This is an optimization exercise on Yosys and OpenROAD, whose aim is small area, a short achievable clock period and few clock cycles per item, not a production implementation.
At most, simulation tests tie the RTL to the original design; equivalence was not proved.
No functional check of the RTL was part of run 2.
The clock port is modelled as an ideal driver; clocking choices that lean on that would not hold on a real chip.
Power figures rest on the tool's default switching activity, not on a simulated workload.

==> flow/design.v <==
package softreg_pkg;
	localparam int SR_ADDR_W = 32;
	localparam int SR_DATA_W = 32;
	localparam int SR_REQ_W = 1 + 1 + SR_ADDR_W + SR_DATA_W;
	localparam int NUM_APPS     = 4;
	localparam int REGS_PER_APP = 4;
	localparam int APP_SEL_LSB  = 4;
	localparam int APP_SEL_W    = $clog2(NUM_APPS);
	localparam int REG_IDX_LSB  = 2;
	localparam int REG_IDX_W    = $clog2(REGS_PER_APP);
	localparam int REQ_PIPE_STAGES  = 2;
	localparam int RESP_PIPE_STAGES = 2;
	localparam logic [1:0] AXI_RESP_OKAY = 2'b00;
	typedef enum logic {
		SR_OP_WRITE,
		SR_OP_READ
	} sr_op_t;
	typedef enum logic [2:0] {
		ST_IDLE,
		ST_ISSUE_WR,
		ST_WR_RESP,
		ST_ISSUE_RD,
		ST_WAIT_RD,
		ST_RD_RESP
	} bridge_state_t;
	typedef struct packed {
		logic                 valid;
		logic [SR_DATA_W-1:0] data;
	} sr_resp_t;
endpackage
`timescale 1ns/1ns
module stage_pipe #(
	parameter int WIDTH  = 1,
	parameter int STAGES = 2
) (
	input  logic             global_clk,
	input  logic             global_rst_n,
	input  logic [WIDTH-1:0] in_bus,
	output logic [WIDTH-1:0] out_bus
);
	logic [WIDTH-1:0] stage_q [STAGES];
	always_ff @(posedge global_clk) begin
		if (global_rst_n) begin
			for (int i = 0; i < STAGES; i++) begin
				stage_q[i] <= '0;
			end
		end else begin
			stage_q[0] <= in_bus;
			for (int i = 1; i < STAGES; i++) begin
				stage_q[i] <= stage_q[i-1];
			end
		end
	end
	assign out_bus = stage_q[STAGES-1];
endmodule
`timescale 1ns/1ns
import softreg_pkg::*;
module scratch_app #(
	parameter int APP_ID = 0
) (
	input  logic                                global_clk,
	input  logic                                global_rst_n,
	input  logic                                req_valid,
	input  softreg_pkg::sr_op_t                 req_op,
	input  logic [softreg_pkg::SR_ADDR_W-1:0]   req_addr,
	input  logic [softreg_pkg::SR_DATA_W-1:0]   req_data,
	output softreg_pkg::sr_resp_t               resp
);
	logic [SR_DATA_W-1:0] regs_q [REGS_PER_APP];
	logic [APP_SEL_W-1:0] app_sel;
	logic [REG_IDX_W-1:0] reg_idx;
	logic                 hit;
	assign app_sel = req_addr[APP_SEL_LSB +: APP_SEL_W];
	assign reg_idx = req_addr[REG_IDX_LSB +: REG_IDX_W];
	assign hit     = req_valid && (app_sel == APP_SEL_W'(APP_ID));
	always_ff @(posedge global_clk) begin
		if (global_rst_n) begin
			for (int i = 0; i < REGS_PER_APP; i++) begin
				regs_q[i] <= '0;
			end
			resp <= '0;
		end else begin
			if (hit && req_op == SR_OP_WRITE) begin
				regs_q[reg_idx] <= req_data;
			end
			if (hit && req_op == SR_OP_READ) begin
				resp.valid <= 1'b1;
				resp.data  <= regs_q[reg_idx];
			end else begin
				resp <= '0;
			end
		end
	end
endmodule
`timescale 1ns/1ns
module sr_aoi222 (
	input  logic a1,
	input  logic a2,
	input  logic b1,
	input  logic b2,
	input  logic c1,
	input  logic c2,
	output logic y
);
	assign y = !((a1 && a2) || (b1 && b2) || (c1 && c2));
endmodule
module sr_aoi22 (
	input  logic a1,
	input  logic a2,
	input  logic b1,
	input  logic b2,
	output logic y
);
	assign y = !((a1 && a2) || (b1 && b2));
endmodule
module sr_nand3 (
	input  logic a,
	input  logic b,
	input  logic c,
	output logic y
);
	assign y = !(a && b && c);
endmodule
module sr_or2 (
	input  logic a,
	input  logic b,
	output logic y
);
	assign y = a || b;
endmodule
module resp_or_tree (
	input  logic [16:0] d,
	input  logic [16:0] sel,
	output logic        y
);
	logic [5:0] term_n;
	logic [1:0] half;
	for (genvar i = 0; i < 5; i++) begin : g_tri
		sr_aoi222 u_aoi (
			.a1 (d[3*i]),
			.a2 (sel[3*i]),
			.b1 (d[3*i+1]),
			.b2 (sel[3*i+1]),
			.c1 (d[3*i+2]),
			.c2 (sel[3*i+2]),
			.y  (term_n[i])
		);
	end
	sr_aoi22 u_last (
		.a1 (d[15]),
		.a2 (sel[15]),
		.b1 (d[16]),
		.b2 (sel[16]),
		.y  (term_n[5])
	);
	for (genvar i = 0; i < 2; i++) begin : g_half
		sr_nand3 u_nand (
			.a (term_n[3*i]),
			.b (term_n[3*i+1]),
			.c (term_n[3*i+2]),
			.y (half[i])
		);
	end
	sr_or2 u_or (
		.a (half[0]),
		.b (half[1]),
		.y (y)
	);
endmodule
`timescale 1ns/1ns
import softreg_pkg::*;
module axil_softreg_bridge (
	input  logic                              global_clk,
	input  logic                              global_rst_n,
	input  logic                              awvalid,
	input  logic [softreg_pkg::SR_ADDR_W-1:0] awaddr,
	output logic                              awready,
	input  logic                              wvalid,
	input  logic [softreg_pkg::SR_DATA_W-1:0] wdata,
	output logic                              wready,
	output logic                              bvalid,
	output logic [1:0]                        bresp,
	input  logic                              bready,
	input  logic                              arvalid,
	input  logic [softreg_pkg::SR_ADDR_W-1:0] araddr,
	output logic                              arready,
	output logic                              rvalid,
	output logic [softreg_pkg::SR_DATA_W-1:0] rdata,
	output logic [1:0]                        rresp,
	input  logic                              rready,
	output logic                              req_valid,
	output softreg_pkg::sr_op_t               req_op,
	output logic [softreg_pkg::SR_ADDR_W-1:0] req_addr,
	output logic [softreg_pkg::SR_DATA_W-1:0] req_data,
	input  softreg_pkg::sr_resp_t             resp
);
	softreg_pkg::bridge_state_t        state;
	softreg_pkg::bridge_state_t        state_nxt;
	logic                 wr_pending;
	logic                 wr_accept;
	logic                 rd_accept;
	logic [SR_ADDR_W-1:0] addr_q;
	logic [SR_DATA_W-1:0] data_q;
	logic [SR_DATA_W-1:0] rdata_q;
	assign wr_pending = awvalid && wvalid;
	assign awready = (state == ST_IDLE);
	assign wready  = (state == ST_IDLE);
	assign arready = (state == ST_IDLE) && !wr_pending;
	assign wr_accept = awready && wr_pending;
	assign rd_accept = arready && arvalid;
	assign bvalid = (state == ST_WR_RESP);
	assign bresp  = AXI_RESP_OKAY;
	assign rvalid = (state == ST_RD_RESP);
	assign rresp  = AXI_RESP_OKAY;
	assign rdata  = rdata_q;
	assign req_valid = (state == ST_ISSUE_WR) || (state == ST_ISSUE_RD);
	assign req_op    = (state == ST_ISSUE_RD) ? SR_OP_READ : SR_OP_WRITE;
	assign req_addr  = addr_q;
	assign req_data  = data_q;
	always_comb begin
		state_nxt = state;
		case (state)
			ST_IDLE: begin
				if (wr_accept) begin
					state_nxt = ST_ISSUE_WR;
				end else if (rd_accept) begin
					state_nxt = ST_ISSUE_RD;
				end
			end
			ST_ISSUE_WR: state_nxt = ST_WR_RESP;
			ST_WR_RESP: begin
				if (bready) begin
					state_nxt = ST_IDLE;
				end
			end
			ST_ISSUE_RD: state_nxt = ST_WAIT_RD;
			ST_WAIT_RD: begin
				if (resp.valid) begin
					state_nxt = ST_RD_RESP;
				end
			end
			ST_RD_RESP: begin
				if (rready) begin
					state_nxt = ST_IDLE;
				end
			end
			default: state_nxt = ST_IDLE;
		endcase
	end
	always_ff @(posedge global_clk) begin
		if (global_rst_n) begin
			state   <= ST_IDLE;
			rdata_q <= '0;
		end else begin
			state <= state_nxt;
			if (state == ST_WAIT_RD && resp.valid) begin
				rdata_q <= resp.data;
			end
		end
	end
	always_ff @(posedge global_clk) begin
		if (wr_accept) begin
			addr_q <= awaddr;
			data_q <= wdata;
		end else if (rd_accept) begin
			addr_q <= araddr;
		end
	end
endmodule
`timescale 1ns/1ns
import softreg_pkg::*;
module app_shell_top (
	input  logic                                global_clk,
	input  logic                                global_rst_n,
	input  logic                                awvalid,
	input  logic [softreg_pkg::SR_ADDR_W-1:0]   awaddr,
	output logic                                awready,
	input  logic                                wvalid,
	input  logic [softreg_pkg::SR_DATA_W-1:0]   wdata,
	input  logic [softreg_pkg::SR_DATA_W/8-1:0] wstrb,
	output logic                                wready,
	output logic                                bvalid,
	output logic [1:0]                          bresp,
	input  logic                                bready,
	input  logic                                arvalid,
	input  logic [softreg_pkg::SR_ADDR_W-1:0]   araddr,
	output logic                                arready,
	output logic                                rvalid,
	output logic [softreg_pkg::SR_DATA_W-1:0]   rdata,
	output logic [1:0]                          rresp,
	input  logic                                rready
);
	localparam int NREGS = NUM_APPS * REGS_PER_APP;
	localparam int IDX_W = APP_SEL_W + REG_IDX_W;
	logic                 rst;
	logic                 ready_q;
	logic                 wr_acc;
	logic                 rd_acc;
	logic [IDX_W-1:0]     wr_idx;
	logic [SR_DATA_W-1:0] regs_q [NREGS];
	logic [SR_DATA_W-1:0] wr_data;
	logic [NREGS-1:0]     wr_en;
	logic                 b1_q;
	logic                 b2_q;
	logic                 b1_nxt;
	logic                 b2_nxt;
	logic                 rvalid_q;
	logic [SR_DATA_W-1:0] rdata_q;
	logic                 sk_v_q;
	logic [IDX_W-1:0]     sk_idx_q;
	logic                 sk_v_nxt;
	logic                 r_free;
	logic                 r_load;
	logic [IDX_W-1:0]     ar_idx;
	logic [NREGS-1:0]     rd_sel;
	logic [SR_DATA_W-1:0] rd_mux;
	assign rst = global_rst_n;
	assign awready = ready_q;
	assign wready  = ready_q;
	assign arready = ready_q;
	assign bvalid  = b1_q;
	assign bresp   = AXI_RESP_OKAY;
	assign rvalid  = rvalid_q;
	assign rdata   = rdata_q;
	assign rresp   = AXI_RESP_OKAY;
	assign wr_acc = ready_q && awvalid && wvalid;
	assign rd_acc = ready_q && arvalid;
	assign wr_idx = awaddr[REG_IDX_LSB +: IDX_W];
	assign wr_data = rst ? '0 : wdata;
	always_comb begin
		for (int i = 0; i < NREGS; i++) begin
			wr_en[i] = rst || (wr_acc && wr_idx == IDX_W'(i));
		end
	end
	always_ff @(posedge global_clk) begin
		for (int i = 0; i < NREGS; i++) begin
			if (wr_en[i]) begin
				regs_q[i] <= wr_data;
			end
		end
	end
	assign b1_nxt = wr_acc || b2_q || (b1_q && !bready);
	assign b2_nxt = (b2_q || (b1_q && wr_acc)) && !bready;
	assign r_free   = !rvalid_q || rready;
	assign ar_idx   = araddr[REG_IDX_LSB +: IDX_W];
	assign r_load   = (sk_v_q || rd_acc) && r_free;
	assign sk_v_nxt = (sk_v_q || rd_acc) && !r_free;
	always_comb begin
		for (int i = 0; i < NREGS; i++) begin
			rd_sel[i] = r_free && ((sk_v_q && sk_idx_q == IDX_W'(i))
				|| (ready_q && ar_idx == IDX_W'(i)));
		end
	end
	for (genvar b = 0; b < SR_DATA_W; b++) begin : g_rd_bit
		logic [NREGS:0] col;
		for (genvar i = 0; i < NREGS; i++) begin : g_col
			assign col[i] = regs_q[i][b];
		end
		assign col[NREGS] = rdata_q[b];
		resp_or_tree u_merge (
			.d   (col),
			.sel ({!r_free, rd_sel}),
			.y   (rd_mux[b])
		);
	end
	always_ff @(posedge global_clk) begin
		rdata_q <= rd_mux;
		if (!sk_v_q) begin
			sk_idx_q <= ar_idx;
		end
	end
	always_ff @(posedge global_clk) begin
		if (rst) begin
			ready_q  <= 1'b1;
			b1_q     <= 1'b0;
			b2_q     <= 1'b0;
			rvalid_q <= 1'b0;
			sk_v_q   <= 1'b0;
		end else begin
			ready_q  <= !sk_v_nxt && !b2_nxt;
			b1_q     <= b1_nxt;
			b2_q     <= b2_nxt;
			rvalid_q <= r_load || (rvalid_q && !rready);
			sk_v_q   <= sk_v_nxt;
		end
	end
endmodule
==> flow/flow/post_cts.tcl <==
# Extra setup repair after clock tree synthesis. The resizer works on the
# worst endpoint first and stops when it cannot improve it, which leaves
# the other endpoints short of the target; raising the margin in steps
# brings every endpoint up to each level before the next.
foreach margin {1.2 1.5 1.7 1.8 1.85 1.9 1.95 2.0 2.05 2.1} {
  repair_timing -setup -setup_margin $margin -repair_tns 100
}
detailed_placement
check_placement -verbose
estimate_parasitics -placement
report_worst_slack -max
==> flow/standard.sh <==
#!/bin/bash
# synth_recipe.tcl (not shown) runs the flow's synth.tcl, then flattens the netlist and writes it again
# the make line also repeats each setting of config.mk as NAME=value (left out here)
make -C /OpenROAD-flow-scripts/flow DESIGN_CONFIG=/design/flow/config.mk WORK_HOME=/design/flow/orfs CLKGATE_MAP_FILE= SYNTH_SCRIPT=/design/flow/synth_recipe.tcl "${@:-finish}"
==> flow/config.mk <==
export PLATFORM = sky130hd
export DESIGN_NAME = app_shell_top
export DESIGN_NICKNAME = app_shell_top
export VERILOG_FILES = /design/flow/design.v
export SDC_FILE = /design/flow/constraint.sdc
export NUM_CORES = 4
export LEC_CHECK = 0
export CAP_MARGIN = 20
export CORE_MARGIN = 2
export CORE_UTILIZATION = 40
export CTS_BUF_LIST = sky130_fd_sc_hd__clkbuf_16
export CTS_CLUSTER_DIAMETER = 60
export CTS_CLUSTER_SIZE = 24
export SETUP_SLACK_MARGIN = 2.0
export SLEW_MARGIN = 20
export SYNTH_HIERARCHICAL = 1
==> flow/flow/run.sh <==
#!/bin/bash
# Standard ORFS layout, with these knobs changed: port buffers are buf_4
# rather than the platform's pick; timing repair may resize a cell to any
# footprint; clock tree synthesis adds no dummy loads; after clock tree
# synthesis, flow/post_cts.tcl runs more setup repair in steps. The full
# make output goes to standard_flow.log here; each ORFS step also keeps its
# own log under orfs/logs/.
set -euo pipefail
bash standard.sh MATCH_CELL_FOOTPRINT=0 \
	"BUFFER_PORTS_ARGS=-buffer_cell sky130_fd_sc_hd__buf_4" \
	"CTS_ARGS=-sink_clustering_enable -repair_clock_nets -sink_clustering_size 32 -sink_clustering_max_diameter 80 -buf_list {sky130_fd_sc_hd__clkbuf_8 sky130_fd_sc_hd__clkbuf_16} -dont_use_dummy_load" \
	"POST_CTS_TCL=$PWD/flow/post_cts.tcl" \
	finish > standard_flow.log 2>&1
==> flow/constraint.sdc <==
create_clock -name core_clock -period 4.0 [get_ports {global_clk}]
set_input_delay 0.8000 -clock core_clock [delete_from_list [all_inputs] [get_ports {global_clk}]]
set_output_delay 0.8000 -clock core_clock [all_outputs]
set_load 0.01 [all_outputs]
==> results.txt, run 1 <==
- Worst-Skew Late Latency: 0.57 ns
- RSZ-0062 raised after global routing: true
- Avg Inst Size Synth: 19.6 um2
- WL per Instance: 28.3 um
- Max-cap violations: 0
- WS Path Type: reg2reg
- Pint: 8070 uW
- Tot GR Track Use: 19.9%
- TritonRoute pass-1 iters: 9
- R2R Path Start: sk_idx_q[0]
- Initial antenna violation count: 0
- Iter 0 DRT Violations: 1659
- Max Slew Vio Count: 0
- Die Span Y: 227 um
- Ys flop type: edfxtp_1
- Via count: 10767
- CTS tree: yes
- Cell chain of the critical path: and3b_2, a22oi_2, nor2_4, clkbuf_16, a222oi_1, nand3_1, or2_1
- Leakage: 0.00790 uW
- Clk pwr share: 25.5%
- Post-synthesis async set-or-reset flop share: 0%
- Worst reg2reg path depth: 7
- NumNets Final: 1255
- Std-Cell Rows: 81
- Peak supply drop: 290 uV
- ANT cells: 0
- FMAX: 474 MHz
- Syn. warnings: 8
- Core area: 49000 um2
- Post-Route WL: 51200 um
- Total Neg Setup Slack: 0 ns
- Die area: 51500 um2
- Utilization after layout: 46.9%
- Share of power burned in registers: 66.6%
- CP max stage delay: 0.45 ns
- Layout area overhead: 15.5%
- Clock Sinks: 553
- Endpoints failing setup: 0
- Area share of the largest cell type after synthesis: 78.0%
- Setup Skew: 0.0426 ns
- Dpl hpwl: 24100 um
- Grt total ovfl: 0
- Mapped Area: 19900 um2
- GPL Wtd Cong: 0.738
- IO Count: 148
- Crit path from: sk_idx_q[0]
- Clk slew on worst S/H paths: 0.08 ns
- Register area share after synthesis: 81.7%
- Share of cells above drive strength 1: 24.4%
- Worst-margin pin slew: 1.08 ns
- CP Data Arrival Time: 2.55 ns
- Hold_sp: bready
- Pwr dens: 450 nW/um2
- Die X: 227 um
- Cell variety after synth: 36
- Synth area leader: edfxtp_1
- Max FO, Critical Path: 8
- Starting Density: 40.6%
- Startpoint types: register
- Synth Register Bits: 553
- Sw frac: 21.7%
- Min-Delay Path Class: in2reg
- First-pass GRT wire length: 73300 um
- Post-DRT Antenna Nets: 0
- # port buffers: 83
- DRC violations left: 0
- Post-synth EDFFs: 516
- Worst path slowest cell: edfxtp_1
- Psw: 2240 uW
- Run status: finished clean
- DP Worst Slack: 1.01 ns
- Hold path depth: 2
- Min cycle time layout: 2.11 ns
- Vias in the first global route: 10995
- Largest net degree at the start of global routing: 57
- Post-Synthesis Cells: 1011
- Power share of the combinational group: 8.0%
- Final-layout fill cell count: 4112
- CP required: 4.44 ns
- Pwr Total: 10300 uW
- Final Hold Violating Endpoints: 0
- Vias/cell: 5.95
- Area contributors post-synth: edfxtp_1, a222oi_1, dfxtp_1
- CP endpoint kind: register
- Worst Setup Slack, final: 1.89 ns
- Worst slew margin: 28.0%
- Period utilization: 52.7%
-- state kept, by name, indices dropped and copies added (netlist names) --
register	flops
rvalid_q	1
sk_idx_q	4
regs_q	512
rdata_q	32
ready_q	1
b1_q	1
b2_q	1
sk_v_q	1
-- per-module statistics from Yosys (local to each module, per instance), a selection --
| module | copies in the design | cells | cell area [um2] |
|---|---|---|---|
| app_shell_top | 1 | 723 | 17300 |
| sr_aoi22 | 32 | 1 | 12.5 |
| sr_nand3 | 64 | 1 | 5.00 |
| sr_or2 | 32 | 1 | 6.26 |
| sr_aoi222 | 160 | 1 | 10.0 |
-- Yosys cell counts (all sizes together) (4+ instances only) --
cell    number
a21o         6
a21oi       10
a222oi     160
a22oi       42
and3b        4
buf         39
clkbuf       5
dfxtp       37
edfxtp     516
nand3       74
nor2        14
nor2b       38
o21bai       8
or2         33
-- path summary, 6_finish.rpt --
kind	endpoint	slack, ns
setup / recovery	rdata_q[25]	1.89
hold reg to reg	b1_q	0.52
setup reg to reg	rdata_q[25]	1.89
hold / removal	b2_q	0.47
-- cells in the final DEF (no fill, tap or decap), types with 9 or more instances in the layout --
cell type	count
nor2b_1	33
or2_1	32
nor2_4	9
a22oi_2	41
buf_12	17
a222oi_1	160
buf_4	112
edfxtp_1	516
clkbuf_16	29
buf_6	14
nand3_1	72
dfxtp_1	26
-- metal layers --
| layer | part of all wire (%) | GRT usage (%) | wire, um |
|---|---|---|---|
| met1 | 39 | 24.5 | 19800 |
| met2 | 53 | 36.9 | 26900 |
| met3 | 6.8 | 2.32 | 3480 |
| met4 | 1.9 | 4.92 | 994 |
| met5 | 0 | 0 | 0 |
-- metrics by stage --
stage | hold slack, ns | instances | instance area, um2
detailed placement | 0.513 | 1746 | 21600
global placement | 0.504 | 1746 | 21600
floorplan | 0.490 | 1014 | 20100
finish | 0.467 | 1810 | 22900
global route | 0.457 | 1810 | 22900
-- kinds of logic (layout without fill, tap and decap cells) --
group / after synthesis / after routing / share of synthesized area [%]
other cells: 1 / 4 / 0.0189
buf+inv: 47 / 175 / 1.61
simple gates: 181 / 181 / 5.24
flops: 553 / 553 / 81.7
compound gates: 229 / 233 / 11.4
-- cell type report --
cell class	count	area, um2	area share (%)
Inverter	3	15.0	0.0655
Multi-Input combinational cell	418	3770	16.4
Tap cell	664	831	3.62
Sequential cell	553	16300	70.9
Timing Repair Buffer	149	1490	6.49
Clock buffer	23	576	2.51
-- critical path: cells and delay by family (launching register included) --
kind                   cells  cell delay, ns
buffers and inverters      1            0.22
DFF                        1            0.45
AOI/OAI and AO/OA          2            0.60
and+or+nand+nor            4            0.74
-- power by group through the flow --
stage	Combinational (uW)	Clock, uW	Sequential [uW]
floorplan	458	0	6950
global route	881	2870	6900
finish	821	2630	6870
detailed placement	738	0	7000
global placement	727	0	6980
Testbench counts, summed over its fixed seeds: cycles 4,808, txns 4,800.
==> run 2: changes to the inputs <==
--- a/flow/design.v
+++ b/flow/design.v
@@ -95,12 +95,8 @@
 `timescale 1ns/1ns
-module sr_aoi222 (
-	input  logic a1,
-	input  logic a2,
-	input  logic b1,
-	input  logic b2,
-	input  logic c1,
-	input  logic c2,
+module sr_nand2 (
+	input  logic a,
+	input  logic b,
 	output logic y
 );
-	assign y = !((a1 && a2) || (b1 && b2) || (c1 && c2));
+	assign y = !(a && b);
 endmodule
@@ -123,8 +119,9 @@
 endmodule
-module sr_or2 (
+module sr_or3 (
 	input  logic a,
 	input  logic b,
+	input  logic c,
 	output logic y
 );
-	assign y = a || b;
+	assign y = a || b || c;
 endmodule
@@ -135,12 +132,10 @@
 );
-	logic [5:0] term_n;
-	logic [1:0] half;
-	for (genvar i = 0; i < 5; i++) begin : g_tri
-		sr_aoi222 u_aoi (
-			.a1 (d[3*i]),
-			.a2 (sel[3*i]),
-			.b1 (d[3*i+1]),
-			.b2 (sel[3*i+1]),
-			.c1 (d[3*i+2]),
-			.c2 (sel[3*i+2]),
+	logic [8:0] term_n;
+	logic [2:0] part;
+	for (genvar i = 0; i < 8; i++) begin : g_pair
+		sr_aoi22 u_aoi (
+			.a1 (d[2*i]),
+			.a2 (sel[2*i]),
+			.b1 (d[2*i+1]),
+			.b2 (sel[2*i+1]),
 			.y  (term_n[i])
@@ -148,10 +143,8 @@
 	end
-	sr_aoi22 u_last (
-		.a1 (d[15]),
-		.a2 (sel[15]),
-		.b1 (d[16]),
-		.b2 (sel[16]),
-		.y  (term_n[5])
+	sr_nand2 u_last (
+		.a (d[16]),
+		.b (sel[16]),
+		.y (term_n[8])
 	);
-	for (genvar i = 0; i < 2; i++) begin : g_half
+	for (genvar i = 0; i < 3; i++) begin : g_part
 		sr_nand3 u_nand (
@@ -160,8 +153,9 @@
 			.c (term_n[3*i+2]),
-			.y (half[i])
+			.y (part[i])
 		);
 	end
-	sr_or2 u_or (
-		.a (half[0]),
-		.b (half[1]),
+	sr_or3 u_or (
+		.a (part[0]),
+		.b (part[1]),
+		.c (part[2]),
 		.y (y)
==> flow/flow/run.sh (replaced) <==
#!/bin/bash
# Standard ORFS layout, with these knobs changed: port buffers are buf_4
# rather than the platform's pick; timing repair may resize a cell to any
# footprint; clock tree synthesis adds no dummy loads; before floorplan,
# flow/pre_floorplan.tcl sets the read-merge a22oi cells to their smallest
# size; after clock tree synthesis, flow/post_cts.tcl runs more setup
# repair in steps. The full
# make output goes to standard_flow.log here; each ORFS step also keeps its
# own log under orfs/logs/.
set -euo pipefail
bash standard.sh MATCH_CELL_FOOTPRINT=0 \
	"BUFFER_PORTS_ARGS=-buffer_cell sky130_fd_sc_hd__buf_4" \
	"CTS_ARGS=-sink_clustering_enable -repair_clock_nets -sink_clustering_size 24 -sink_clustering_max_diameter 60 -buf_list {sky130_fd_sc_hd__clkbuf_8 sky130_fd_sc_hd__clkbuf_16} -dont_use_dummy_load" \
	"PRE_FLOORPLAN_TCL=$PWD/flow/pre_floorplan.tcl" \
	"POST_CTS_TCL=$PWD/flow/post_cts.tcl" \
	finish > standard_flow.log 2>&1
--- a/flow/flow/post_cts.tcl
+++ b/flow/flow/post_cts.tcl
@@ -4,3 +4,3 @@
 # brings every endpoint up to each level before the next.
-foreach margin {1.2 1.5 1.7 1.8 1.85 1.9 1.95 2.0 2.05 2.1} {
+foreach margin {1.2 1.5 1.7 1.8 1.9 2.0} {
   repair_timing -setup -setup_margin $margin -repair_tns 100
==> flow/flow/pre_floorplan.tcl (new file) <==
# Synthesis maps each two-term AND-OR-invert of the read-data merge onto
# a22oi_2; start them all at a22oi_1 and let timing repair size up only
# the ones that need it.
set small [[ord::get_db] findMaster sky130_fd_sc_hd__a22oi_1]
set n 0
foreach inst [[ord::get_db_block] getInsts] {
  if { [[$inst getMaster] getName] eq "sky130_fd_sc_hd__a22oi_2" } {
    $inst swapMaster $small
    incr n
  }
}
puts "pre_floorplan: $n a22oi_2 cells set to a22oi_1"
--- a/flow/config.mk
+++ b/flow/config.mk
@@ -13,3 +13,3 @@
 export CTS_CLUSTER_SIZE = 24
-export SETUP_SLACK_MARGIN = 2.0
+export SETUP_SLACK_MARGIN = 1.9
 export SLEW_MARGIN = 20
==> run 2 against run 1 <==
Compared with the run above: clock-buffer cell count rose by 7; die area increased by 0.99%; cell count up 10%; design area rose by 3.7%; register-to-register slack lost 0.03 ns; maximum frequency is 1.3% lower; clock power is 14% higher; critical path type unchanged.
==> results.txt, run 2 <==
- Top reg by flops: regs_q
- GPL Wtd Cong: 0.728 (-1.4%)
- Syn. warnings: 8 (unchanged)
- Period utilization: 53.4% (+0.68 points)
- Core area: 49900 um2 (+1.9%)
- Share of cells above drive strength 1: 24.8% (+0.38 points)
- Largest register FFs: 512 (unchanged)
- Post-Route WL: 51600 um (+0.88%)
- Max Slew Vio Count: 0 (unchanged)
- Most frequent cells in the layout: edfxtp_1, a22oi_1, buf_4
- Std-Cell Rows: 82 (+1.2%)
- Vias in the first global route: 11392 (+3.6%)
- FMAX: 468 MHz (-1.3%)
- Initial antenna violation count: 0 (unchanged)
- Max FO, Critical Path: 11 (+3)
- WL per Instance: 25.9 um (-8.4%)
- Worst-Skew Late Latency: 0.60 ns (+0.03 ns)
- Clk slew on worst S/H paths: 0.08 ns (about the same)
- ANT cells: 0 (unchanged)
- Pwr dens: 449 nW/um2 (-0.16%)
- Die Span Y: 228 um (+0.49%)
- Post-DRT Antenna Nets: 0 (unchanged)
- Worst slew margin: 24.9% (-3.1 points)
- Pwr Total: 10700 uW (+3.5%)
- Share of power burned in registers: 64.3% (-2.3 points)
- Final-layout fill cell count: 4222 (+2.7%)
- Biggest regs: regs_q (512), rdata_q (32), sk_idx_q (4)
- Worst-margin pin slew: 1.12 ns (+0.0461 ns)
- Dpl hpwl: 25700 um (+6.7%)
- Via count: 11373 (+5.6%)
- Final Hold Violating Endpoints: 0 (unchanged)
- DRC violations left: 0 (unchanged)
- Peak supply drop: 266 uV (-8.2%)
- Startpoint types: register
- Setup Skew: 0.0440 ns (+0.00142 ns)
- Clk pwr share: 28.0% (+2.5 points)
- WS Path Type: reg2reg
- Leakage: 0.00835 uW (+5.7%)
- Psw: 2320 uW (+3.5%)
- Tot GR Track Use: 19.6% (-0.25 points)
- Total Neg Setup Slack: 0 ns (unchanged)
- Run status: finished clean
- Clock Sinks: 553 (unchanged)
- Sw frac: 21.8% (about the same)
- Pint: 8360 uW (+3.5%)
- Endpoints failing setup: 0 (unchanged)
- Vias/cell: 5.70 (-4.1%)
- Die area: 52000 um2 (+0.99%)
- NumNets Final: 1431 (+14%)
- IO Count: 148 (unchanged)
- RSZ-0062 raised after global routing: true
- # port buffers: 83 (unchanged)
- Starting Density: 40.2% (-0.34 points)
- TritonRoute pass-1 iters: 5 (-4)
- Min-Delay Path Class: in2reg
- CP Data Arrival Time: 2.61 ns (+0.06 ns)
- Post-Synthesis Cells: 1139 (+13%)
- Die X: 228 um (+0.49%)
- Iter 0 DRT Violations: 1137 (-31%)
- Commonest non-fill, non-tap cell in the layout: edfxtp_1
- CTS tree: yes
- First-pass GRT wire length: 75700 um (+3.2%)
- Largest net degree at the start of global routing: 57 (unchanged)
- Min cycle time layout: 2.14 ns (+0.0272 ns)
- Power share of the combinational group: 7.7% (-0.3 points)
- CP required: 4.48 ns (+0.04 ns)
- CP endpoint kind: register
- Grt total ovfl: 0 (unchanged)
- Max-cap violations: 0 (unchanged)
[run 2: worst paths after layout]
| check | start | endpoint | slack (ns) | depth (start not counted) |
|---|---|---|---|---|
| setup / recovery | sk_idx_q[1] | rdata_q[10] | 1.86 | 8 |
| hold / removal | bready | b2_q | 0.43 | 2 |
| setup reg to reg | sk_idx_q[1] | rdata_q[10] | 1.86 | 8 |
| hold reg to reg | b2_q | b1_q | 0.52 | 2 |
[run 2: area by class of cell]
type / count / area [um2] / share of cell area (%)
clock buffer: 30 / 751 / 3.16
inverter: 3 / 15.0 / 0.0632
multi-input combinational: 554 / 4260 / 17.9
sequential: 553 / 16200 / 68.3
tap: 672 / 841 / 3.54
timing repair buffer: 181 / 1660 / 6.98
timing repair inverter: 1 / 7.51 / 0.0316
[run 2: worst max-delay path: stages (launching register included)]
cell and delay (ns):
edfxtp_1 0.45, and3b_2 0.27, a22oi_2 0.22, buf_4 0.16
nor2_4 0.04, buf_12 0.14, a22oi_1 0.22, nand3_2 0.15
or3_1 0.40
[run 2: power by group through the flow]
stage	Clock, uW	Sequential [uW]	Combinational [uW]
3_3_place_gp	0	6980	701
6_report	2990	6860	823
2_1_floorplan	0	6940	442
5_1_grt	3220	6900	884
3_5_place_dp	0	6990	713
[run 2: stage by stage]
step / setup slack [ns] / utilization (%) / cell area, um2 / hold WS [ns] / std cells
floorplan: 1.68 / - / 20400 / 0.490 / 1142
global placement: 0.771 / 43.5 / 21700 / 0.515 / 1879
detailed placement: 0.750 / 43.5 / 21700 / 0.521 / 1879
global route: 1.83 / 47.7 / 23800 / 0.431 / 1994
finish: 1.86 / 47.7 / 23800 / 0.429 / 1994
[run 2: routing by layer]
| metal | routed length, um | share of wire [%] | global-route usage [%] | vias to the layer above |
|---|---|---|---|---|
| met5 | 0 | 0 | 0 | - |
| met4 | 1140 | 2.2 | 5.13 | 0 |
| met3 | 2930 | 5.7 | 1.89 | 71 |
| met2 | 26300 | 51 | 34.2 | 395 |
| met1 | 21200 | 41 | 26.5 | 5889 |
| li1 | - | - | - | 5018 |
==> run 3: changes to the inputs <==
--- a/flow/design.v
+++ b/flow/design.v
@@ -119,17 +119,13 @@
 endmodule
-module sr_or3 (
-	input  logic a,
-	input  logic b,
-	input  logic c,
-	output logic y
-);
-	assign y = a || b || c;
-endmodule
 module resp_or_tree (
-	input  logic [16:0] d,
-	input  logic [16:0] sel,
+	input  logic [15:0] d,
+	input  logic [3:0]  lo,
+	input  logic [3:0]  hi,
+	input  logic        q,
+	input  logic        hold,
 	output logic        y
 );
-	logic [8:0] term_n;
-	logic [2:0] part;
+	logic [7:0] pair_n;
+	logic [3:0] grp;
+	logic [2:0] top_n;
 	for (genvar i = 0; i < 8; i++) begin : g_pair
@@ -137,25 +133,33 @@
 			.a1 (d[2*i]),
-			.a2 (sel[2*i]),
+			.a2 (lo[(2*i) % 4]),
 			.b1 (d[2*i+1]),
-			.b2 (sel[2*i+1]),
-			.y  (term_n[i])
+			.b2 (lo[(2*i+1) % 4]),
+			.y  (pair_n[i])
 		);
 	end
-	sr_nand2 u_last (
-		.a (d[16]),
-		.b (sel[16]),
-		.y (term_n[8])
-	);
-	for (genvar i = 0; i < 3; i++) begin : g_part
-		sr_nand3 u_nand (
-			.a (term_n[3*i]),
-			.b (term_n[3*i+1]),
-			.c (term_n[3*i+2]),
-			.y (part[i])
+	for (genvar j = 0; j < 4; j++) begin : g_grp
+		sr_nand2 u_nand (
+			.a (pair_n[2*j]),
+			.b (pair_n[2*j+1]),
+			.y (grp[j])
+		);
+	end
+	for (genvar i = 0; i < 2; i++) begin : g_top
+		sr_aoi22 u_aoi (
+			.a1 (grp[2*i]),
+			.a2 (hi[2*i]),
+			.b1 (grp[2*i+1]),
+			.b2 (hi[2*i+1]),
+			.y  (top_n[i])
 		);
 	end
-	sr_or3 u_or (
-		.a (part[0]),
-		.b (part[1]),
-		.c (part[2]),
+	sr_nand2 u_hold (
+		.a (q),
+		.b (hold),
+		.y (top_n[2])
+	);
+	sr_nand3 u_out (
+		.a (top_n[0]),
+		.b (top_n[1]),
+		.c (top_n[2]),
 		.y (y)
@@ -308,3 +312,4 @@
 	logic [IDX_W-1:0]     ar_idx;
-	logic [NREGS-1:0]     rd_sel;
+	logic [REGS_PER_APP-1:0] rd_lo;
+	logic [NUM_APPS-1:0]     rd_hi;
 	logic [SR_DATA_W-1:0] rd_mux;
@@ -342,5 +347,9 @@
 	always_comb begin
-		for (int i = 0; i < NREGS; i++) begin
-			rd_sel[i] = r_free && ((sk_v_q && sk_idx_q == IDX_W'(i))
-				|| (ready_q && ar_idx == IDX_W'(i)));
+		for (int k = 0; k < REGS_PER_APP; k++) begin
+			rd_lo[k] = (ready_q && ar_idx[REG_IDX_W-1:0] == REG_IDX_W'(k))
+				|| (sk_v_q && sk_idx_q[REG_IDX_W-1:0] == REG_IDX_W'(k));
+		end
+		for (int j = 0; j < NUM_APPS; j++) begin
+			rd_hi[j] = r_free && ((ready_q && ar_idx[IDX_W-1:REG_IDX_W] == APP_SEL_W'(j))
+				|| (sk_v_q && sk_idx_q[IDX_W-1:REG_IDX_W] == APP_SEL_W'(j)));
 		end
@@ -348,3 +357,3 @@
 	for (genvar b = 0; b < SR_DATA_W; b++) begin : g_rd_bit
-		logic [NREGS:0] col;
+		logic [NREGS-1:0] col;
 		for (genvar i = 0; i < NREGS; i++) begin : g_col
@@ -352,7 +361,9 @@
 		end
-		assign col[NREGS] = rdata_q[b];
 		resp_or_tree u_merge (
-			.d   (col),
-			.sel ({!r_free, rd_sel}),
-			.y   (rd_mux[b])
+			.d    (col),
+			.lo   (rd_lo),
+			.hi   (rd_hi),
+			.q    (rdata_q[b]),
+			.hold (!r_free),
+			.y    (rd_mux[b])
 		);
--- a/flow/flow/post_cts.tcl
+++ b/flow/flow/post_cts.tcl
@@ -4,3 +4,3 @@
 # brings every endpoint up to each level before the next.
-foreach margin {1.2 1.5 1.7 1.8 1.9 2.0} {
+foreach margin {1.2 1.5 1.7 1.8 1.85 1.9 1.95 2.0 2.05 2.1 2.15 2.2} {
   repair_timing -setup -setup_margin $margin -repair_tns 100
--- a/flow/config.mk
+++ b/flow/config.mk
@@ -13,3 +13,3 @@
 export CTS_CLUSTER_SIZE = 24
-export SETUP_SLACK_MARGIN = 1.9
+export SETUP_SLACK_MARGIN = 2.1
 export SLEW_MARGIN = 20
==> run 3 against run 2 <==
Compared with the run above: design area up 0.46%; sequential power about the same; hold slack better by 0.037 ns; via count up 2.8%; setup slack better by 0.11 ns; combinational power up 41%; clock-buffer cell count up 5; global-route usage up 1.5 points; synthesized cell count up 3.0%; sequential cell count unchanged; routed wire length up 7.4%; largest cell class unchanged.
==> results.txt, run 3 <==
- DR WL met2: 27000 um (+2.6%)
- Most frequent cells in the layout: edfxtp_1, a22oi_1, nand2_1
- Startpoint types: primary input
- CP Data Arrival Time: 2.26 ns (-0.35 ns)
- Setup Skew: 0.0633 ns (+0.0193 ns)
- First-pass GRT wire length: 79300 um (+4.8%)
- Commonest non-fill, non-tap cell in the layout: edfxtp_1
- Std-Cell Rows: 82 (unchanged)
- Max layer used: met4
- Starting Density: 40.4% (+0.12 points)
- ANT cells: 0 (unchanged)
- TritonRoute pass-1 iters: 5 (unchanged)
- Levels on crit path: 3 (-5)
- Pwr dens: 474 nW/um2 (+5.6%)
- # port buffers: 83 (unchanged)
- CP endpoint: regs_q[2][26]
- Biggest regs: regs_q (512), rdata_q (32), sk_idx_q (4)
- Total Neg Setup Slack: 0 ns (unchanged)
- Worst-Skew Late Latency: 0.57 ns (-0.03 ns)
- Endpoints failing setup: 0 (unchanged)
- Die X: 228 um (+0.14%)
- Cell chain of the critical path: buf_4, buf_4, nor2b_1
- Top reg by flops: regs_q
- Max-cap violations: 0 (unchanged)
- Reg-to-reg critical path endpoint: regs_q[12][31]
- Crit path from: global_rst_n
- Largest net degree at the start of global routing: 65 (+14%)
- Leakage: 0.00855 uW (+2.3%)
- Peak supply drop: 249 uV (-6.3%)
- Metal3 WL: 4330 um (+48%)
- Clk slew on worst S/H paths: 0.09 ns (about the same)
- Core area: 49900 um2 (unchanged)
- Post-Synthesis Cells: 1173 (+3.0%)
- GPL Wtd Cong: 0.675 (-7.2%)
- IO Count: 148 (unchanged)
- Post-DRT Antenna Nets: 0 (unchanged)
- Via count: 11692 (+2.8%)
- Run status: finished clean
- RSZ-0062 raised after global routing: true
- Worst slew margin: 31.3% (+6.4 points)
- CP required: 4.24 ns (-0.24 ns)
- DRC violations left: 0 (unchanged)
- Vias in the first global route: 11415 (+0.20%)
- Vias/cell: 5.83 (+2.2%)
- Initial antenna violation count: 0 (unchanged)
- Clock Sinks: 553 (unchanged)
- Min cycle time layout: 2.02 ns (-0.114 ns)
- Period utilization: 50.6% (-2.9 points)
- Dpl hpwl: 21600 um (-16%)
- CP delay by family, top: simple AND/OR/NAND/NOR gates
- WL met1: 22900 um (+7.6%)
- Utilization after layout: 47.9% (+0.22 points)
- NumNets Final: 1443 (+0.84%)
- WS Path Type: in2reg
- Worst reg2reg path depth: 2 (-6)
- Worst path slowest cell: nor2b_1
- Share of cells above drive strength 1: 20.7% (-4.1 points)
- Die area: 52100 um2 (+0.29%)
- Min-Delay Path Class: in2reg
- Iter 0 DRT Violations: 1451 (+28%)
- Worst-margin pin slew: 1.03 ns (-0.0959 ns)
- Largest register FFs: 512 (unchanged)
- Max Slew Vio Count: 0 (unchanged)
- Tot GR Track Use: 21.1% (+1.5 points)
- Final Hold Violating Endpoints: 0 (unchanged)
- Grt total ovfl: 0 (unchanged)
- CTS tree: yes
- Reg-to-reg setup timing slack: 2.11 ns (+0.25 ns)
- Die Span Y: 228 um (+0.14%)
- R2R Path Start: ready_q
- FMAX: 495 MHz (+5.6%)
- CP max stage delay: 0.83 ns (+0.38 ns)
- Max FO, Critical Path: 28 (+17)
- Syn. warnings: 8 (unchanged)
- CP endpoint kind: register
- Post-Route WL: 55500 um (+7.4%)
- CP dominant cell by count: buf_4
- WL per Instance: 27.7 um (+6.8%)
- Buffers & Inverters on Critical Path: 2 (unchanged)
run 3: how the worst min path moves through the flow:
stage	from	to	slack [ns]	cells past startpoint
global placement	rdata_q[28]	rdata_q[28]	0.46	2
global route	araddr[3]	sk_idx_q[1]	0.45	1
finish	araddr[3]	sk_idx_q[1]	0.47	1
detailed placement	rdata_q[18]	rdata_q[18]	0.46	2
floorplan	b2_q	b1_q	0.45	1
run 3: layer usage:
layer | vias to the layer above | track usage (%)
met3 | 74 | 3.23
met5 | - | 0
met4 | 0 | 6.47
met2 | 529 | 34.7
met1 | 5966 | 29.0
li1 | 5123 | -
run 3: where the power goes:
group | internal, uW | switching, uW | total (uW) | leakage (uW)
Sequential | 6740 | 129 | 6870 | 0.00565
Clock | 1560 | 1740 | 3290 | 0.000431
Combinational | 426 | 735 | 1160 | 0.00247
Total | 8730 | 2600 | 11300 | 0.00855
run 3: layout make-up:
class / count / area, um2
multi-input combinational: 603 / 4200
tap: 672 / 841
timing repair buffer: 138 / 1650
fill: 4278 / 26000
clock buffer: 35 / 876
sequential: 553 / 16300
inverter: 5 / 23.8
run 3: worst register-to-register path: stages (launching register included):
cell and delay [ns]:
dfxtp_4 0.38, and3_4 0.37, a41o_4 0.76
run 3: stage by stage:
| step | setup WS, ns | power [uW] | hold slack (ns) | instances | instance area, um2 |
|---|---|---|---|---|---|
| after floorplan | 0.736 | 7460 | 0.453 | 1176 | 20400 |
| after global placement | 1.28 | 7900 | 0.460 | 1929 | 21900 |
| after detailed placement | 1.28 | 7930 | 0.462 | 1929 | 21900 |
| after global routing | 1.89 | 11700 | 0.449 | 2006 | 23900 |
| final | 1.98 | 11300 | 0.466 | 2006 | 23900 |
Testbench counts of run 3, summed over its fixed seeds: cycles 4,808, txns 4,800.
==> run 4: changes to the inputs <==
--- a/flow/flow/post_cts.tcl
+++ b/flow/flow/post_cts.tcl
@@ -4,3 +4,3 @@
 # brings every endpoint up to each level before the next.
-foreach margin {1.2 1.5 1.7 1.8 1.85 1.9 1.95 2.0 2.05 2.1 2.15 2.2} {
+foreach margin {1.2 1.5 1.7 1.8 1.85 1.9 1.95 2.0 2.05 2.1} {
   repair_timing -setup -setup_margin $margin -repair_tns 100
--- a/flow/config.mk
+++ b/flow/config.mk
@@ -13,3 +13,3 @@
 export CTS_CLUSTER_SIZE = 24
-export SETUP_SLACK_MARGIN = 2.1
+export SETUP_SLACK_MARGIN = 2.0
 export SLEW_MARGIN = 20
==> run 4 against run 3 <==
Compared with the run above: clock skew grew 0.0049 ns; largest power group unchanged; design area shrank 2.7%; still clean; die area unchanged; setup slack better by 0.033 ns; combinational power is 11% lower; non-clock buffer count shrank 19; critical path type unchanged; cell count decreased by 0.80%; highest routed layer unchanged; sequential power barely moved; core utilization is 1.3 points lower.
==> results.txt, run 4 <==
- Crit path from: awaddr[2]
- Startpoint types: primary input
- Max-cap violations: 0 (unchanged)
- Pwr dens: 485 nW/um2 (+2.2%)
- Run status: finished clean
- Reg-to-reg setup timing slack: 2.08 ns (-0.03 ns)
- First-pass GRT wire length: 76400 um (-3.7%)
- Largest net degree at the start of global routing: 53 (-18%)
- CP Data Arrival Time: 2.12 ns (-0.14 ns)
- Hold_sp: rdata_q[5]
- Final Hold Violating Endpoints: 0 (unchanged)
- Share of power burned in registers: 60.8% (about the same)
- Clock Sinks: 553 (unchanged)
- R2R Path Start: ready_q
- Tot GR Track Use: 20.1% (-1.0 points)
- Peak supply drop: 287 uV (+15%)
- Worst reg2reg path depth: 2 (unchanged)
- Power share of the combinational group: 9.2% (-1.0 points)
- Worst-Skew Late Latency: 0.57 ns (about the same)
- Grt total ovfl: 0 (unchanged)
- Via count: 11602 (-0.77%)
- WL per Instance: 26.5 um (-4.3%)
- Max layer used: met4
- NumNets Final: 1427 (-1.1%)
- Max FO, Critical Path: 32 (+14%)
- Total Neg Setup Slack: 0 ns (unchanged)
- Period utilization: 49.7% (-0.81 points)
- WL met1: 23000 um (+0.57%)
- GPL Wtd Cong: 0.672 (-0.46%)
- DR WL met2: 24800 um (-8.2%)
- Clk slew on worst S/H paths: 0.07 ns (-0.02 ns)
- Placed insts: 1932 (+0.16%)
- Dpl hpwl: 21800 um (+0.70%)
- RSZ-0062 raised after global routing: true
- Post-Synthesis Cells: 1173 (unchanged)
- Commonest non-fill, non-tap cell in the layout: edfxtp_1
- CP endpoint kind: register
- WS Path Type: in2reg
- Vias in the first global route: 11394 (-0.18%)
- Min cycle time layout: 1.99 ns (-0.0325 ns)
- Largest register FFs: 512 (unchanged)
- IO Count: 148 (unchanged)
- Leakage: 0.00834 uW (-2.4%)
- DRC violations left: 0 (unchanged)
- Worst-margin pin slew: 1.03 ns (+0.00629 ns)
- Worst slew margin: 30.9% (-0.42 points)
- TritonRoute pass-1 iters: 5 (unchanged)
- Share of cells above drive strength 1: 14.6% (-6.0 points)
- Clk pwr share: 30.0% (+0.9 points)
- Post-Route WL: 52700 um (-5.1%)
- Hold EP: rdata_q[5]
- Sw frac: 22.7% (-0.29 points)
- Core area: 49900 um2 (unchanged)
- Iter 0 DRT Violations: 1429 (-1.5%)
- Starting Density: 40.4% (unchanged)
- CTS tree: yes
- # port buffers: 83 (unchanged)
- Pint: 8720 uW (-0.12%)
- Reg-to-reg critical path endpoint: regs_q[5][15]
- Biggest regs: regs_q (512), rdata_q (32), sk_idx_q (4)
- Syn. warnings: 8 (unchanged)
- Initial antenna violation count: 0 (unchanged)
- FMAX: 503 MHz (+1.6%)
- Std-Cell Rows: 82 (unchanged)
- Endpoints failing setup: 0 (unchanged)
- CP required: 4.13 ns (-0.11 ns)
- Hold path depth: 2 (+1)
- Die X: 228 um (unchanged)
- Post-DRT Antenna Nets: 0 (unchanged)
- Psw: 2550 uW (-1.8%)
- ANT cells: 0 (unchanged)
- Most frequent cells in the layout: edfxtp_1, a22oi_1, nand2_1
- Top reg by flops: regs_q
- Metal3 WL: 4110 um (-5.1%)
- Die area: 52100 um2 (unchanged)
- Vias/cell: 5.83 (about the same)
- Max Slew Vio Count: 0 (unchanged)
- Layout Cells excl Fill: 1990 (-0.80%)
- Min-Delay Path Class: reg2reg
- Die Span Y: 228 um (unchanged)
- Setup Skew: 0.0682 ns (+0.00491 ns)
==> run 4: metal layers <==
| metal | vias to the layer above | track usage [%] |
|---|---|---|
| met3 | 57 | 3.69 |
| met1 | 6032 | 28.8 |
| met4 | 0 | 3.94 |
| met2 | 429 | 32.3 |
| li1 | 5084 | - |
| met5 | - | 0 |
==> run 4: metrics by stage <==
stage | utilization [%] | power [uW] | cell area, um2 | setup WS [ns] | hold slack, ns
after global placement | 43.9 | 7900 | 21900 | 1.15 | 0.467
after detailed placement | 43.9 | 7930 | 21900 | 1.10 | 0.464
after global routing | 46.6 | 11700 | 23200 | 1.99 | 0.477
final | 46.6 | 11300 | 23200 | 2.01 | 0.482
after floorplan | - | 7460 | 20300 | 0.736 | 0.453
==> run 4: power groups by stage <==
stage | clock network, uW | registers [uW] | logic [uW]
5_1_grt | 3660 | 6890 | 1110
6_report | 3380 | 6850 | 1030
2_1_floorplan | 0 | 6960 | 499
3_5_place_dp | 0 | 6980 | 945
3_3_place_gp | 0 | 6970 | 933
==> run 4: layout make-up <==
class | count | area, um2
fill | 4310 | 26600
multi-input combinational | 604 | 4040
clock buffer | 37 | 926
timing repair buffer | 119 | 1170
tap | 672 | 841
inverter | 5 | 21.3
sequential | 553 | 16200
==> run 4: worst max-delay path by stage <==
| stage | slack, ns | to | cells past startpoint |
|---|---|---|---|
| after global placement | 1.15 | regs_q[15][21] | 4 |
| after detailed placement | 1.10 | regs_q[15][21] | 4 |
| after floorplan | 0.74 | rdata_q[10] | 6 |
| final | 2.01 | regs_q[5][15] | 3 |
| after global routing | 1.99 | rdata_q[6] | 8 |
==> run 4: worst max-delay path, stage by stage <==
cell and delay [ns]:
buf_4 0.13, nor2b_1 0.42, a31o_4 0.76
==> run 5: changes to the inputs <==
--- a/flow/design.v
+++ b/flow/design.v
@@ -111,2 +111,10 @@
 endmodule
+module sr_ao21 (
+	input  logic a1,
+	input  logic a2,
+	input  logic b,
+	output logic y
+);
+	assign y = (a1 && a2) || b;
+endmodule
 module sr_nand3 (
@@ -299,3 +307,6 @@
 	logic [SR_DATA_W-1:0] wr_data;
-	logic [NREGS-1:0]     wr_en;
+	localparam int HALF_W = SR_DATA_W / 2;
+	logic [NREGS-1:0][1:0]   wr_en;
+	logic [REGS_PER_APP-1:0] wr_lo;
+	logic [NUM_APPS-1:0]     wr_hi;
 	logic                 b1_q;
@@ -329,4 +340,17 @@
 	always_comb begin
-		for (int i = 0; i < NREGS; i++) begin
-			wr_en[i] = rst || (wr_acc && wr_idx == IDX_W'(i));
+		for (int k = 0; k < REGS_PER_APP; k++) begin
+			wr_lo[k] = wr_acc && wr_idx[REG_IDX_W-1:0] == REG_IDX_W'(k);
+		end
+		for (int j = 0; j < NUM_APPS; j++) begin
+			wr_hi[j] = wr_idx[IDX_W-1:REG_IDX_W] == APP_SEL_W'(j);
+		end
+	end
+	for (genvar i = 0; i < NREGS; i++) begin : g_wr_en
+		for (genvar h = 0; h < 2; h++) begin : g_half
+			sr_ao21 u_en (
+				.a1 (wr_lo[i % REGS_PER_APP]),
+				.a2 (wr_hi[i / REGS_PER_APP]),
+				.b  (rst),
+				.y  (wr_en[i][h])
+			);
 		end
@@ -335,4 +359,6 @@
 		for (int i = 0; i < NREGS; i++) begin
-			if (wr_en[i]) begin
-				regs_q[i] <= wr_data;
+			for (int h = 0; h < 2; h++) begin
+				if (wr_en[i][h]) begin
+					regs_q[i][h*HALF_W +: HALF_W] <= wr_data[h*HALF_W +: HALF_W];
+				end
 			end
==> run 5 against run 4 <==
Compared with the run above: core utilization rose by 0.33 points; critical path depth did not move; still clean on timing, DRC and antenna; clock-buffer cell count fell by 1; power fell by 0.35%; clock skew fell by 0.029 ns; routed wire length fell by 0.11%; maximum frequency rose by 2.2%; critical endpoint is now regs_q[8][8].
==> results.txt, run 5 <==
- Endpoints failing setup: 0 (unchanged)
- Post-Synthesis Cells: 1187 (+1.2%)
- Via count: 11450 (-1.3%)
- GPL Wtd Cong: 0.696 (+3.6%)
- Peak supply drop: 349 uV (+22%)
- Leakage: 0.00851 uW (+2.1%)
- IO Count: 148 (unchanged)
- CP required: 4.17 ns (+0.04 ns)
- Setup Skew: 0.0393 ns (-0.0289 ns)
- Largest register FFs: 512 (unchanged)
- Max Slew Vio Count: 0 (unchanged)
- Tot GR Track Use: 19.7% (-0.40 points)
- Clk pwr share: 29.7% (-0.3 points)
- # port buffers: 83 (unchanged)
- ANT cells: 0 (unchanged)
- Initial antenna violation count: 0 (unchanged)
- TritonRoute pass-1 iters: 5 (unchanged)
- WL per Instance: 26.2 um (-1.0%)
- Core area: 50000 um2 (+0.21%)
- DR WL met2: 26100 um (+5.1%)
- Worst-Skew Late Latency: 0.56 ns (about the same)
- Max-cap violations: 0 (unchanged)
- Starting Density: 40.4% (+0.062 points)
- Commonest non-fill, non-tap cell in the layout: edfxtp_1
- Iter 0 DRT Violations: 1330 (-6.9%)
- Run status: finished clean
- Psw: 2550 uW (about the same)
- Utilization after layout: 46.9% (+0.33 points)
- First-pass GRT wire length: 75700 um (-0.94%)
- Biggest regs: regs_q (512), rdata_q (32), sk_idx_q (4)
- Hold WS: 0.478 ns (-0.00369 ns)
- Post-DRT Antenna Nets: 0 (unchanged)
- Worst slew margin: 26.5% (-4.4 points)
- Clk slew on worst S/H paths: 0.07 ns (about the same)
- NumNets Final: 1445 (+1.3%)
- Most frequent cells in the layout: edfxtp_1, a22oi_1, nand2_1
- Top reg by flops: regs_q
- FMAX: 514 MHz (+2.2%)
- Total Neg Setup Slack: 0 ns (unchanged)
- Vias in the first global route: 11334 (-0.53%)
- CTS tree: yes
- DRC violations left: 0 (unchanged)
- CP Data Arrival Time: 2.12 ns (about the same)
- Die area: 52300 um2 (+0.36%)
- Min-Delay Path Class: in2reg
- Syn. warnings: 8 (unchanged)
- WL met1: 21800 um (-5.0%)
- Pint: 8680 uW (-0.42%)
- WS Path Type: in2reg
- Dpl hpwl: 23300 um (+6.8%)
- RSZ-0062 raised after global routing: true
- Final Hold Violating Endpoints: 0 (unchanged)
- Die Span Y: 229 um (+0.18%)
- Vias/cell: 5.70 (-2.2%)
- Max layer used: met4
- CP endpoint kind: register
- Min cycle time layout: 1.95 ns (-0.0431 ns)
- Clock Sinks: 553 (unchanged)
- Sw frac: 22.7% (+0.059 points)
- Metal3 WL: 3360 um (-18%)
- Share of cells above drive strength 1: 15.9% (+1.2 points)
- Worst-margin pin slew: 1.10 ns (+0.0656 ns)
- Die X: 229 um (+0.18%)
- Post-Route WL: 52600 um (-0.11%)
- Std-Cell Rows: 82 (unchanged)
- Period utilization: 48.7% (-1.1 points)
- Startpoint types: primary input
- Grt total ovfl: 0 (unchanged)
- Max FO, Critical Path: 16 (-50%)
- Pwr dens: 479 nW/um2 (-1.3%)
- Power share of the combinational group: 9.3% (about the same)
- Share of power burned in registers: 60.9% (about the same)
- Largest net degree at the start of global routing: 70 (+32%)
[run 5: path summary, 6_finish.rpt]
path / from / end / slack, ns / depth (start not counted)
setup / recovery: awaddr[5] / regs_q[8][8] / 2.05 / 3
hold / removal: araddr[3] / sk_idx_q[1] / 0.48 / 1
setup reg to reg: sk_v_q / rdata_q[6] / 2.09 / 8
hold reg to reg: rdata_q[11] / rdata_q[11] / 0.48 / 2
[run 5: critical path: stages]
cell,delay (ns)
buf_4,0.11
nor2b_1,0.63
a21o_2,0.58
[run 5: final cells by class]
type / count / area (um2)
well taps: 672 / 841
flip-flops and latches: 553 / 16200
multi-input cells: 619 / 4250
repair buffers: 121 / 1190
fillers: 4249 / 26500
inverters: 7 / 28.8
clock buffers: 36 / 901
[run 5: metrics by stage]
stage	total power (uW)	cell area [um2]	std cells	setup WS (ns)
2_1_floorplan	7450	20300	1190	0.736
3_5_place_dp	7920	21900	1943	1.32
3_3_place_gp	7890	21900	1943	1.36
5_1_grt	11600	23500	2008	2.00
6_report	11200	23500	2008	2.05
[run 5: power groups by stage]
| stage | logic (uW) | clock network, uW | registers [uW] |
|---|---|---|---|
| after floorplan | 490 | 0 | 6960 |
| after global placement | 931 | 0 | 6960 |
| after detailed placement | 944 | 0 | 6980 |
| final | 1050 | 3340 | 6840 |
| after global routing | 1130 | 3580 | 6880 |
[run 5: per-layer routing]
layer  global-route usage (%)  vias up
met5                        0        -
met4                     5.54        0
met3                     2.81       78
met2                     33.1      394
met1                     26.7     5853
li1                         -     5125
Testbench counts of run 5, summed over its fixed seeds: cycles 4,808, txns 4,800.
==> run 6: changes to the inputs <==
--- a/flow/flow/run.sh
+++ b/flow/flow/run.sh
@@ -5,3 +5,3 @@
 # flow/pre_floorplan.tcl sets the read-merge a22oi cells to their smallest
-# size; after clock tree synthesis, flow/post_cts.tcl runs more setup
+# size and the write-decode gates to size 4; after clock tree synthesis, flow/post_cts.tcl runs more setup
 # repair in steps. The full
--- a/flow/flow/pre_floorplan.tcl
+++ b/flow/flow/pre_floorplan.tcl
@@ -12 +12,27 @@
 puts "pre_floorplan: $n a22oi_2 cells set to a22oi_1"
+
+# The write enables are a21o cells, two per register, each driving half a
+# word of enable pins. Start the decode gates that drive their A1 and A2
+# inputs at drive strength 4: each of them drives eight enables.
+set db [ord::get_db]
+set up 0
+foreach inst [[ord::get_db_block] getInsts] {
+  if { ![string match "sky130_fd_sc_hd__a21o_*" [[$inst getMaster] getName]] } { continue }
+  foreach pin {A1 A2} {
+    set net [[$inst findITerm $pin] getNet]
+    if { $net eq "NULL" } { continue }
+    foreach it [$net getITerms] {
+      if { ![$it isOutputSignal] } { continue }
+      set drv [$it getInst]
+      set name [[$drv getMaster] getName]
+      if { [regexp {^(sky130_fd_sc_hd__[a-z0-9]+)_[0-9]+$} $name -> base] } {
+        set big [$db findMaster ${base}_4]
+        if { $big ne "NULL" && $name ne "${base}_4" } {
+          $drv swapMaster $big
+          incr up
+        }
+      }
+    }
+  }
+}
+puts "pre_floorplan: $up write-decode drivers set to size 4"
==> run 6 against run 5 <==
Compared with the run above: still clean on timing, DRC and antenna; global-route usage down 0.55 points; first-iteration DRC count down 10%; register-to-register slack worse by 0.04 ns; synthesized cell count unchanged; core utilization down 0.51 points; clock power down 2%; combinational power about the same; via count down 0.38%; setup slack worse by 0.0085 ns; non-clock buffer count down 12; highest routed layer unchanged.
==> results.txt, run 6 <==
- Run status: finished clean
- Biggest regs: regs_q (512), rdata_q (32), sk_idx_q (4)
- Core area: 50100 um2 (+0.21%)
- Die area: 52500 um2 (+0.34%)
- Hold WS: 0.471 ns (-0.00732 ns)
- Vias in the first global route: 11176 (-1.4%)
- # port buffers: 83 (unchanged)
- Sw frac: 22.6% (-0.071 points)
- Share of power burned in registers: 61.4% (+0.5 points)
- Largest net degree at the start of global routing: 70 (unchanged)
- R2R Path Start: ready_q
- Crit path from: ready_q
- CP endpoint kind: register
- CP required: 4.14 ns (-0.03 ns)
- Min cycle time layout: 1.95 ns (+0.00853 ns)
- Grt total ovfl: 0 (unchanged)
- Peak supply drop: 387 uV (+11%)
- Syn. warnings: 8 (unchanged)
- Pint: 8620 uW (-0.63%)
- Startpoint types: register
- Tot GR Track Use: 19.1% (-0.55 points)
- Max-cap violations: 0 (unchanged)
- GR Layer Usage met1: 26.0% (-0.72 points)
- Pwr Total: 11100 uW (-0.72%)
- Hold_sp: b2_q
- Dpl hpwl: 23300 um (+0.30%)
- ANT cells: 0 (unchanged)
- TritonRoute pass-1 iters: 5 (unchanged)
- Max Slew Vio Count: 0 (unchanged)
- Endpoints failing setup: 0 (unchanged)
- GPL Wtd Cong: 0.710 (+2.0%)
- Pwr dens: 480 nW/um2 (+0.16%)
- Grt met2 use: 32.5% (-0.66 points)
- NumNets Final: 1432 (-0.90%)
- CTS tree: yes
- Power share of the combinational group: 9.1% (-0.2 points)
- Max FO, Critical Path: 16 (unchanged)
- Initial antenna violation count: 0 (unchanged)
- Worst-Skew Late Latency: 0.55 ns (about the same)
- Total Neg Setup Slack: 0 ns (unchanged)
- Global route hottest layer: met2
- Worst-margin pin slew: 1.00 ns (-0.0996 ns)
- Clock Sinks: 553 (unchanged)
- Post-DRT Antenna Nets: 0 (unchanged)
- Share of cells above drive strength 1: 15.4% (-0.45 points)
- Clk pwr share: 29.5% (-0.2 points)
- Starting Density: 40.5% (+0.057 points)
- IO Count: 148 (unchanged)
- Vias/cell: 5.72 (+0.27%)
- Most frequent cells in the layout: edfxtp_1, a22oi_1, nand2_1
- Psw: 2520 uW (-1.0%)
- Clk slew on worst S/H paths: 0.06 ns (about the same)
- Leakage: 0.00843 uW (-0.96%)
- Period utilization: 48.9% (+0.21 points)
- Commonest non-fill, non-tap cell in the layout: edfxtp_1
- Worst slew margin: 33.2% (+6.7 points)
- First-pass GRT wire length: 74400 um (-1.7%)
- Die X: 229 um (+0.17%)
- Post-Route WL: 51700 um (-1.8%)
- CP Data Arrival Time: 2.10 ns (-0.02 ns)
- Iter 0 DRT Violations: 1193 (-10%)
- WL per Instance: 25.9 um (-1.1%)
- DRC violations left: 0 (unchanged)
- WS Path Type: reg2reg
- Post-Synthesis Cells: 1187 (unchanged)
- Min-Delay Path Class: reg2reg
- Setup Skew: 0.0478 ns (+0.00853 ns)
- Top reg by flops: regs_q
- Final Hold Violating Endpoints: 0 (unchanged)
- RSZ-0062 raised after global routing: true
- Met3 usage: 2.68% (-0.13 points)
- Final-layout fill cell count: 4322 (+1.7%)
- Largest register FFs: 512 (unchanged)
- Utilization after layout: 46.4% (-0.51 points)
- Std-Cell Rows: 82 (unchanged)
- FMAX: 512 MHz (-0.44%)
- Via count: 11407 (-0.38%)
- Die Span Y: 229 um (+0.17%)
-- run 6: cell types whose count changed in the layout (fill, tap and decap cells not counted), sizes merged --
cell    before  now
buf        113  103
clkbuf      44   41
-- run 6: worst max-delay path, stage by stage, from the launching register on --
cell	delay (ns)
dfxtp_4	0.42
nand3_4	0.16
nor3_4	0.40
a21o_2	0.61
-- run 6: power groups by stage --
stage	registers, uW	logic (uW)	clock network (uW)
after global routing	6880	1100	3550
after global placement	6960	947	0
after floorplan	6960	499	0
final	6850	1020	3280
after detailed placement	6980	959	0
-- run 6: path summary, 6_finish.rpt --
path / cells past startpoint / to / slack (ns)
max: 3 / regs_q[7][29] / 2.05
min: 2 / b1_q / 0.47
max reg2reg: 3 / regs_q[7][29] / 2.05
min reg2reg: 2 / b1_q / 0.47
-- run 6: cell type report --
cell class | count | area (um2) | area share [%]
Sequential cell | 553 | 16200 | 69.9
Multi-Input combinational cell | 619 | 4200 | 18.0
Timing Repair Buffer | 109 | 1060 | 4.56
Clock buffer | 35 | 876 | 3.77
Tap cell | 672 | 841 | 3.62
Inverter | 7 | 28.8 | 0.124
-- run 6: layer usage --
metal  wire length, um  vias up
met5                 0        -
met2             25100      389
li1                  -     5105
met1             22400     5839
met3              2980       74
met4              1220        0
-- run 6: stage by stage --
stage,cells,area (um2),setup WS [ns]
2_1_floorplan,1190,20400,0.736
3_3_place_gp,1947,22000,1.30
3_5_place_dp,1947,22000,1.29
6_report,1995,23200,2.05
5_1_grt,1995,23200,1.97

re-timing with driven ports:
Ports are ideal in the flow. The routed layouts listed here were re-timed in OpenROAD.
Step 1 assumes that a clkbuf_16 drives the clock port and a buf_2 every other input.
Step 2 times the ports against the registers' clock, not the clock port: input delays grow and output delays shrink by t, the midpoint of the rising clock arrivals with the driver on.
a / b / c = ideal ports / drivers / drivers and shift; a / b = the first two.
run | t, ns | setup slack, ns | latest minus earliest clock arrival (ns) | worst register clock-pin slew, ns | pins driven straight from the clock port
run 1 | 0.604 | 1.891 / 1.891 / 1.344 | 0.046 / 0.046 | 0.12 / 0.12 | 1
run 2 | 0.631 | 1.864 / 1.864 / 1.316 | 0.052 / 0.051 | 0.09 / 0.09 | 1
run 3 | 0.598 | 1.978 / 2.013 / 1.415 | 0.068 / 0.068 | 0.09 / 0.09 | 1
run 4 | 0.595 | 2.010 / 2.042 / 1.447 | 0.070 / 0.070 | 0.09 / 0.09 | 1
run 5 | 0.588 | 2.054 / 2.065 / 1.487 | 0.044 / 0.044 | 0.09 / 0.09 | 1
run 6 | 0.582 | 2.045 / 2.045 / 1.505 | 0.050 / 0.050 | 0.09 / 0.09 | 1
After both steps every run listed still meets setup and hold. The setup slack of run 5, which loses most, moves by +0.011 ns with the drivers and by -0.567 ns with both steps.
